Source: an optimization exercise on an open RTL-to-GDS flow (aim: small area, a short achievable clock period and few clock cycles per item). Production flows keep margins and buffers that such runs may drop.
The RTL was checked by simulation tests, not by an equivalence proof against the original design.

==> inputs of run E <==
==> flow/design.v (excerpt) <==
module lookahead_peak_limiter #(
   parameter int LOOKAHEAD_DEPTH = 64,
   parameter logic [15:0] DIV_CUT = 16'b0010_0100_1001_0010
) (
   input  logic                                  clock,
   input  logic                                  reset,
   input  logic                                  req_valid,
   output logic                                  req_ready,
   input  logic [lpl_pkg::SAMPLE_W:0]            req_data,
   output logic                                  rsp_valid,
   input  logic                                  rsp_ready,
   output logic [lpl_pkg::SAMPLE_W:0]            rsp_data,
   input  logic                                  csr_valid,
   output logic                                  csr_ready,
   input  logic [lpl_pkg::CSR_IDX_W-1:0]         csr_index,
   input  logic [lpl_pkg::CSR_DATA_W-1:0]        csr_wdata
);
   localparam int PTR_W = $clog2(LOOKAHEAD_DEPTH);
   localparam int SIDE_W = 21;    
   logic                                enable_ff;
   logic [lpl_pkg::GAIN_W-1:0]          thr_ff;
   logic [lpl_pkg::COEFF_W-1:0]         attack_ff;
   logic [lpl_pkg::COEFF_W-1:0]         release_ff;
   logic [lpl_pkg::GAIN_W-1:0]          gain_ff;
   logic                                seen_ff;
   logic [PTR_W:0]                      fill_ff;     
   logic [PTR_W-1:0]                    phase_ff;    
   logic                                sc_valid_ff, sc_bypass_ff, sc_active_ff;
   logic [7:0]                          sc_one_ff, sc_two_ff, sc_neg_ff;
   logic                                rsp_valid_ff;
   logic [lpl_pkg::SAMPLE_W:0]          rsp_data_ff;
   logic                                adv;
   logic                                csr_write;
   assign csr_ready = 1'b1;
  ...
clock: 8.0 ns
lec_check: 0
abc_area: 1
cap_margin: 20
core_margin: 2
core_utilization: 50
cts_cluster_diameter: 100
cts_cluster_size: 20
place_density: 0.65
setup_slack_margin: 1.4
slew_margin: 20
run.sh (not shown) runs the stock make flow with config.mk's settings and CLKGATE_MAP_FILE= SYNTH_SCRIPT=/design/flow/synth_recipe.tcl, a recipe that flattens the netlist after the stock synthesis.
==> run H (differences from run E) <==
--- a/flow/design.v
+++ b/flow/design.v
@@ -81,14 +81,22 @@
                      ({x_mag, 1'b0} > thr_ff), x_mag};
    for (genvar j = 0; j < 16; j++) begin : g_div
       logic [15:0] mag_j;
       logic        ge_j;
       logic [15:0] diff_j;
       assign mag_j   = side[j][15:0];
-      assign ge_j    = (rem[j] >= mag_j);
-      assign diff_j  = rem[j] - mag_j;
+      if (j == 0) begin : g_first
+         logic [16:0] diff_0;
+         assign diff_0 = {1'b0, rem[0]} + ({17{!x_in[15]}} ^ {x_in[15], x_in}) +
+                         17'(!x_in[15]);
+         assign ge_j   = !diff_0[16];
+         assign diff_j = diff_0[15:0];
+      end else begin : g_next
+         assign ge_j   = (rem[j] >= mag_j);
+         assign diff_j = rem[j] - mag_j;
+      end
       assign rem_out[j] = ge_j ? diff_j[14:0] : rem[j][14:0];
       if (DIV_CUT[j]) begin : g_cut
          logic [14:0]       rem_ff;
          logic [15:0]       quo_ff;
          logic [SIDE_W-1:0] side_ff;
          always_ff @(posedge clock) begin
==> flow/config.mk (replaced) <==
export PLATFORM = sky130hd
export DESIGN_NAME = lookahead_peak_limiter
export DESIGN_NICKNAME = lookahead_peak_limiter
export VERILOG_FILES = /design/flow/design.v
export SDC_FILE = /design/flow/constraint.sdc
export NUM_CORES = 4
export LEC_CHECK = 0
export ABC_AREA = 1
export CAP_MARGIN = 20
export CORE_MARGIN = 2
export CORE_UTILIZATION = 40
export CTS_CLUSTER_DIAMETER = 100
export CTS_CLUSTER_SIZE = 20
export SETUP_SLACK_MARGIN = 1.2
export SLEW_MARGIN = 20
export TNS_END_PERCENT = 20
==> qor summary <==
Result of the run: run H timing/DRC/antenna clean; run E timing/DRC/antenna clean
Placed Instances: run H 9722; run E 9264
Area after DPL: run H 73900 µm²; run E 73100 µm²
DP Wirelength: run H 128000 µm; run E 124000 µm
Fraction of synthesized cell area in xor and xnor cells: run H 0.0696; run E 0.0668
Count of plain and timing-repair buffers in the layout: run H 133; run E 241
Area growth, synth to finish: run H 8.84%; run E 10.1%
Share of cells above drive strength 1: run H 0.0608; run E 0.0830
Proportion of final cell area spent on non-clock buffers: run H 0.0155; run E 0.0273
Period Utilization, post-route: run H 0.812; run E 0.813
Launch point of the worst path: run H sm_target_ff[1]; run E sm_two_ff[4]
Multi-input logic area: run H 33500 µm²; run E 33800 µm²
Number of tapcells: run H 2340; run E 1876
Maximum net fanout on the critical path: run H 12; run E 8
DR top layer: run H met4; run E met5
Syn_nets: run H 8284; run E 8270
Clock tree cell share of total cell area: run H 0.0355; run E 0.0330
Amount of wire on met3 after detailed routing: run H 8460 µm; run E 10200 µm
Final GP Congestion: run H 0.949; run E 0.949
Testbench counts of run E, summed over its fixed seeds: cycles 12,064, items 12,000.
Testbench counts of run H, summed over its fixed seeds: cycles 12,064, items 12,000.

==> run a: inputs <==
Another version of the RTL of lookahead_peak_limiter (not shown whole).
Settings: LEC_CHECK=0, ABC_AREA=1, CAP_MARGIN=20, CORE_MARGIN=2, CORE_UTILIZATION=40, CTS_CLUSTER_DIAMETER=100, CTS_CLUSTER_SIZE=20, SETUP_SLACK_MARGIN=1.6, SLEW_MARGIN=20; clock period 8.0 ns.
==> run b (differences from run a) <==
--- a/flow/design.v
+++ b/flow/design.v
@@ -30,11 +30,11 @@
    end
    assign rd_data = ring_ff[0];
 endmodule
 module lookahead_peak_limiter #(
    parameter int LOOKAHEAD_DEPTH = 64,
-   parameter logic [15:0] DIV_CUT = 16'b0010_1010_1010_1010
+   parameter logic [15:0] DIV_CUT = 16'b0010_0100_1001_0010
 ) (
    input  logic                                  clock,
    input  logic                                  reset,
    input  logic                                  req_valid,
    output logic                                  req_ready,
SETUP_SLACK_MARGIN = 1.2   (was 1.6)
==> results.txt <==
- Against run a, the die area of run b is smaller by 3.5%.
- Between run a and run b, the lower design area is in run b (gap 4.4%, measured against run b).
- Non-clock buffer count: run a is higher than run b (12).
- In run a the core utilization is higher than in run b, by 0.53 points.
- Between run a and run b, the lower sequential share of layout area is in run b (gap 1.5 points).
- Of run a and run b, run b has the higher worst hold slack (gap 0.016 ns).
- In run b the sequential cell count is lower than in run a, by 88.
- In run a the setup slack is higher than in run b, by 0.28 ns.
Testbench counts of run a, summed over its fixed seeds: cycles 12,080, items 12,000.
Testbench counts of run b, summed over its fixed seeds: cycles 12,064, items 12,000.

==> run A <==
Another version of the RTL of lookahead_peak_limiter (not shown whole).
export LEC_CHECK = 0
export ABC_AREA = 1
export CAP_MARGIN = 20
export CORE_MARGIN = 2
export CORE_UTILIZATION = 40
export SLEW_MARGIN = 20
create_clock -name core_clock -period 8.0 [get_ports {clock}]
==> run F: changes against run A <==
--- a/flow/design.v
+++ b/flow/design.v
@@ -27,17 +27,17 @@
    logic [DEPTH-1:0][WIDTH-1:0] ring_ff;
    always_ff @(posedge clock) begin
       ring_ff <= {(wr_en ? wr_data : ring_ff[0]), ring_ff[DEPTH-1:1]};
    end
    assign rd_data = ring_ff[0];
 endmodule
 module lookahead_peak_limiter #(
    parameter int LOOKAHEAD_DEPTH = 64,
-   parameter logic [15:0] DIV_CUT = 16'b1001_0010_0100_1001
+   parameter logic [15:0] DIV_CUT = 16'b0010_0100_1001_0010
 ) (
    input  logic                                  clock,
    input  logic                                  reset,
    input  logic                                  req_valid,
    output logic                                  req_ready,
    input  logic [lpl_pkg::SAMPLE_W:0]            req_data,
    output logic                                  rsp_valid,
    input  logic                                  rsp_ready,
@@ -124,17 +124,17 @@
    logic [lpl_pkg::GAIN_W-1:0]   glide, gain_new;
    logic                         near_unity, snap;
    logic [15:0]                  sm_x;
    logic                         ring_ok, ring_wr;
    logic [15:0]                  ring_rd;
    logic                         filled;
    assign {pre_valid, pre_bypass} = side[16][SIDE_W-1:SIDE_W-2];
    assign pre_active = pre_valid && !pre_bypass;
-   assign pre_target = {!side[16][16], quo[16]};
+   assign pre_target = side[16][16] ? {1'b0, quo[16]} : lpl_pkg::GAIN_UNITY;
    assign {sm_valid, sm_bypass, sm_last, sm_sign, sm_limited, sm_mag} = sm_side_ff;
    assign sm_active = sm_valid && !sm_bypass;
    assign sm_x = sm_sign ? 16'(-sm_mag) : sm_mag;
    function automatic logic [26:0] booth_ctl(input logic [15:0] c);
       logic [18:0] cx;
       logic [8:0]  one, two, neg;
       logic        b0, b1, b2;
       cx = {2'b00, c, 1'b0};
@@ -180,28 +180,36 @@
    assign l2a = csa(l1a[67:34], l1a[33:0], l1b[67:34]);
    assign l2b = csa(l1b[33:0], l1c[67:34], l1c[33:0]);
    assign l3a = csa(l2a[67:34], l2a[33:0], l2b[67:34]);
    assign l3b = csa(l2b[33:0], gap_base, gap_extra);
    assign l4a = csa(l3a[67:34], l3a[33:0], l3b[67:34]);
    assign l5a = csa(l4a[67:34], l4a[33:0], l3b[33:0]);
    assign sum_s = l5a[67:34];
    assign sum_c = l5a[33:0];
-   logic [33:0] sum_v;
+   localparam logic [33:0] NEAR_NEG = 34'(-(36'(lpl_pkg::GAIN_NEAR_UNITY) << 16));
+   logic [33:0] sum_v, next_v, next_m1, near_v;
+   logic [33:0] t_inv;
+   logic [67:0] next_cs, m1_cs, near_cs;
+   assign t_inv   = {~{1'b0, pre_target}, 16'b0};
+   assign next_cs = csa(sum_s, sum_c, t_inv | 34'hFFFF);
+   assign m1_cs   = csa(sum_s, sum_c, t_inv);
+   assign near_cs = csa(sum_s, sum_c, NEAR_NEG);
    assign sum_v      = sum_s + sum_c;
    assign glide      = sum_v[32:16];
-   assign near_unity = (glide >= lpl_pkg::GAIN_NEAR_UNITY);
+   assign near_v     = near_cs[67:34] + near_cs[33:0];
+   assign near_unity = !near_v[33];
    assign snap       = !sm_falling_ff && near_unity;
    assign gain_new   = snap ? lpl_pkg::GAIN_UNITY : glide;
-   logic [33:0]                     next_v;
    logic signed [lpl_pkg::GAIN_W:0] gap_loop, gap_snap, gap_idle, gap_next;
    logic                            fall_loop, fall_snap, fall_idle, fall_next;
-   assign next_v    = sum_s + sum_c - {1'b0, pre_target, 16'b0};
+   assign next_v    = next_cs[67:34] + {next_cs[33:1], 1'b1};
+   assign next_m1   = m1_cs[67:34] + m1_cs[33:0];
    assign gap_loop  = next_v[33:16];
-   assign fall_loop = !gap_loop[lpl_pkg::GAIN_W] && (gap_loop != '0);
+   assign fall_loop = !next_m1[33];
    assign gap_snap  = $signed({2'b01, 16'b0}) - $signed({1'b0, pre_target});
    assign fall_snap = !pre_target[16];
    assign gap_idle  = $signed({1'b0, gain_ff}) - $signed({1'b0, pre_target});
    assign fall_idle = (pre_target < gain_ff);
    assign gap_next  = !sm_active ? gap_idle : (snap ? gap_snap : gap_loop);
    assign fall_next = !sm_active ? fall_idle : (snap ? fall_snap : fall_loop);
    logic [26:0] ctl_attack, ctl_release, ctl_next;
    assign ctl_attack  = booth_ctl(attack_ff);
--- a/flow/config.mk
+++ b/flow/config.mk
@@ -4,9 +4,11 @@
 export VERILOG_FILES = /design/flow/design.v
 export SDC_FILE = /design/flow/constraint.sdc
 export NUM_CORES = 4
 export LEC_CHECK = 0
 export ABC_AREA = 1
 export CAP_MARGIN = 20
 export CORE_MARGIN = 2
 export CORE_UTILIZATION = 40
+export CTS_CLUSTER_DIAMETER = 100
+export CTS_CLUSTER_SIZE = 20
 export SLEW_MARGIN = 20
==> run X: changes against run A <==
==> flow/config.mk (replaced) <==
export PLATFORM = sky130hd
export DESIGN_NAME = lookahead_peak_limiter
export DESIGN_NICKNAME = lookahead_peak_limiter
export VERILOG_FILES = /design/flow/design.v
export SDC_FILE = /design/flow/constraint.sdc
export NUM_CORES = 4
export LEC_CHECK = 0
export ABC_AREA = 1
export CAP_MARGIN = 20
export CORE_MARGIN = 2
export CORE_UTILIZATION = 55
export GPL_TIMING_DRIVEN = 0
export PLACE_DENSITY = 0.65
export SLEW_MARGIN = 20
==> qor.csv <==
metric,value,unit
GPL Wtd Cong,0.947,
Multi-In Gates,4798,
gr usage total,18.6,%
CP Launch Point,sm_one_ff[7],
reg-to-reg endpoint,sm_neg_ff[0],
status,timing/DRC/antenna clean,
Hold WS,286,ps
CP peak stage delay,620,ps
the above is filed under run F

==> qor.csv <==
metric,value,unit
status,failed layout checks,
layout check fault list,setup timing,
Die Ht,356,um
Hold WS,273,ps
Finish-stage setup viols,13,
gr usage total,27.7,%
reg-to-reg endpoint,sm_one_ff[6],
worst setup margin,-24.4,ps
GPL Wtd Cong,0.960,
CP peak stage delay,550,ps
vias,48700,
Multi-In Gates,4397,
CP Launch Point,sm_two_ff[1],
element type at the critical path end,register,
the above is filed under run X

==> qor.csv <==
metric,value,unit
gr usage total,19.2,%
CP Launch Point,sm_one_ff[2],
CP peak stage delay,590,ps
Tapcell Cnt,2218,
max_slew headroom,31.3,%
reg-to-reg endpoint,sm_two_ff[3],
"Hold Vio Cnt, Final",0,
Hold WS,309,ps
status,timing/DRC/antenna clean,
GPL Wtd Cong,0.915,
the above is filed under run A

Testbench counts of run A, summed over its fixed seeds: cycles 12,072, items 12,000.
Testbench counts of run F, summed over its fixed seeds: cycles 12,064, items 12,000.
Testbench counts of run X, summed over its fixed seeds: cycles 12,072, items 12,000.

==> re-timing with driven ports <==
Ports are ideal in the flow. The routed layouts listed here were re-timed in OpenROAD. Step 1: set_driving_cell puts a clkbuf_16 on clock and a buf_2 on each other input, an assumption about the parent block. Step 2 moves the port delays by t, midway between the first and last clock arrival at a register: inputs arrive t later, outputs are due t later. That takes back most of the time a late clock gives input paths. a / b / c = ideal / step 1 / step 2; a / b = the first two.
run | shift t [ns] | slack for setup (ns) | hold slack, ns
run E | 0.770 | 1.494 / 1.494 / 1.026 | 0.310 / 0.310 / 0.310
run H | 0.795 | 1.507 / 1.507 / 1.270 | 0.302 / 0.302 / 0.302
run a of note 2 | 0.794 | 1.708 / 1.708 / 1.131 | 0.289 / 0.289 / 0.289
run b of note 2 | 0.787 | 1.427 / 1.427 / 0.852 | 0.305 / 0.305 / 0.305
run A of note 3 | 0.863 | 0.134 / 0.134 / 0.134 | 0.309 / 0.309 / 0.309
run F of note 3 | 0.808 | 0.458 / 0.458 / 0.320 | 0.286 / 0.286 / 0.286
run X of note 3 | 0.833 | -0.024 / -0.024 / -0.024 | 0.273 / 0.273 / 0.273
For run a of note 2, which loses most, drivers alone change the setup slack by 0.000 ns; drivers and shift together by -0.577 ns.
